Background: an optimization exercise with open tools, aiming at a short achievable clock period and few clock cycles. Do not read the settings as production practice.
Function was checked by simulation only, so behaviour that the tests miss may differ from the original.
Power figures rest on the tool's default switching activity, not on a simulated workload.

Design DCacheTop, start of the top module:
module DCacheTop (
    input  logic clk,
    input  logic rst,
    input  logic reqValid,
    input  logic [1:0] reqOp,
    input  logic [((7 + 3) + 2)-1:0] reqAddr,
    input  logic [32-1:0] reqData,
    output logic busy,
    output logic respDone,
    output logic [32-1:0] respData,
    output logic [(7 + 3)-1:0] memAddr,
    output logic memReadEnable,
    output logic memWriteEnable,
    output logic [((1 << 2) * 32)-1:0] memWriteValue,
    input  logic memReadDone,
    input  logic memWriteDone,
    input  logic [((1 << 2) * 32)-1:0] memReadValue
);
export LEC_CHECK = 0
export CAP_MARGIN = 40
export CORE_MARGIN = 2
export CORE_UTILIZATION = 40
export CTS_CLUSTER_DIAMETER = 100
export CTS_CLUSTER_SIZE = 24
export PLACE_DENSITY = 0.72
export SETUP_SLACK_MARGIN = 2.7
export SLEW_MARGIN = 60
export SYNTH_HIERARCHICAL = 1
export TNS_END_PERCENT = 5
create_clock -name core_clock -period 5.5 [get_ports {clk}]
standard.sh (not shown) runs the stock make flow with config.mk's settings and CLKGATE_MAP_FILE= SYNTH_SCRIPT=/design/flow/synth_recipe.tcl, a recipe that flattens the netlist after the stock synthesis.
==> flow/flow/run.sh <==
#!/bin/bash
# The standard layout (standard.sh), except that the port buffers that
# buffer_ports inserts are sky130 buf_4 cells rather than the delay-cell
# buffers it picks on its own; repair may still resize them.
# The whole make output goes to standard_flow.log, ORFS's per-step logs stay
# under orfs/logs.
set -euo pipefail
bash standard.sh "BUFFER_PORTS_ARGS=-buffer_cell sky130_fd_sc_hd__buf_4" finish > standard_flow.log 2>&1
Testbench counts at the start, summed over its fixed seeds: cycles 24,267.
Edit:
CAP_MARGIN = 50   (was 40)
CORE_UTILIZATION = 55   (was 40)
SLEW_MARGIN = 75   (was 60)
What happened: The new run ran to the end with no violations; die area goes down by 27%; core utilization goes up by 20 points; flip-flop and latch count stays the same; design area goes up by about 2.5%; wire length goes down by 0.83%; global-route usage goes up by 11 points; first-iteration DRC count goes up by about 10%; hold slack gains 3.8 ps.
Edit:
CORE_UTILIZATION = 40   (was 55)
=> Worst setup slack is better by 54 ps. Final cell count goes up by 9.2%. Via count goes down by 1.0%. Die area goes up by 37%. Count of clock-buffer cells in the layout goes down by 5. Hold slack is better by 6.8 ps. Global-route usage goes down by 11 points.
Edit:
CAP_MARGIN = 30   (was 50)
SLEW_MARGIN = 50   (was 75)
Effect: Sequential cell count is unchanged. Count of clock-buffer cells in the layout rises by 2. Cell area fell by 3.5%. Hold slack got worse by 14 ps. Wire length went down by 0.33%. Power falls by 0.47%. Area after synthesis is unchanged. Final cell count falls by 4.0%. First-iteration DRC count falls by 6.5%.

* * *

DCacheTop again, from the RTL that the note above started with.
==> flow/config.mk <==
export PLATFORM = sky130hd
export DESIGN_NAME = DCacheTop
export DESIGN_NICKNAME = DCacheTop
export VERILOG_FILES = /design/flow/design.v
export SDC_FILE = /design/flow/constraint.sdc
export NUM_CORES = 4
export LEC_CHECK = 0
export CAP_MARGIN = 50
export CORE_MARGIN = 2
export CORE_UTILIZATION = 40
export CTS_CLUSTER_DIAMETER = 100
export CTS_CLUSTER_SIZE = 24
export SETUP_SLACK_MARGIN = 2.7
export SLEW_MARGIN = 75
export SYNTH_HIERARCHICAL = 1
export TNS_END_PERCENT = 5
==> flow/constraint.sdc <==
create_clock -name core_clock -period 5.5 [get_ports {clk}]
set_input_delay 1.1000 -clock core_clock [delete_from_list [all_inputs] [get_ports {clk}]]
set_output_delay 1.1000 -clock core_clock [all_outputs]
set_load 0.01 [all_outputs]
Scripts as last shown in full above: flow/flow/run.sh
The baseline went through all stages and came out clean.
Testbench counts at the start, summed over its fixed seeds: cycles 24,267.
Change:
Settings changed: PLACE_DENSITY set to 0.72, TNS_END_PERCENT 5 to 100.
What happened:
- die area stays the same
- total power goes up by 0.44%
- count of clock-buffer cells in the layout is higher by 2
- cell area increases by 1.8%
- setup slack gets better by 0.12 ns
- synthesized area does not change
- combinational power rose by about 4%
- hold slack loses 0.016 ns
- via count rises by 3.5%
- maximum frequency went up by 3.7%
- clock skew fell by 0.020 ns

## separate check: timing with driven ports
How much do the figures lean on ideal ports? The routed layouts below were timed once more, with nothing changed but the port constraints.
Step 1 sets driving cells, clkbuf_16 on the clock port and buf_2 on the other inputs (assumed; they add their load-dependent delay and slew).
Step 2 moves the port delays by t, midway between the first and last clock arrival at a register: inputs arrive t later, outputs are due t later. That takes back most of the time a late clock gives input paths.
a / b / c = ideal / step 1 / step 2; a / b = the first two.
| run | t, ns | setup slack, ns | worst setup path after step 2 | worst data-port slew with drivers (ns) | cell pins on the clock port's net |
|---|---|---|---|---|---|
| the first run of note 1 | 0.780 | 2.397 / 2.318 / 1.631 | input to register | 0.19 | 1 |
| the second run of note 1 | 0.786 | 2.327 / 2.244 / 1.592 | input to register | 0.16 | 1 |
| the third run of note 1 | 0.803 | 2.381 / 2.313 / 1.613 | input to register | 0.19 | 1 |
| the fourth run of note 1 | 0.790 | 2.371 / 2.287 / 1.640 | input to register | 0.23 | 1 |
| the first run of note 2 | 0.795 | 2.126 / 2.145 / 1.350 | input to register | 0.20 | 1 |
| the second run of note 2 | 0.803 | 2.245 / 2.191 / 1.452 | input to register | 0.23 | 1 |
After both steps every run listed still meets setup and hold. The setup slack of the second run of note 2, which loses most, moves by -0.054 ns with the drivers and by -0.793 ns with both steps.
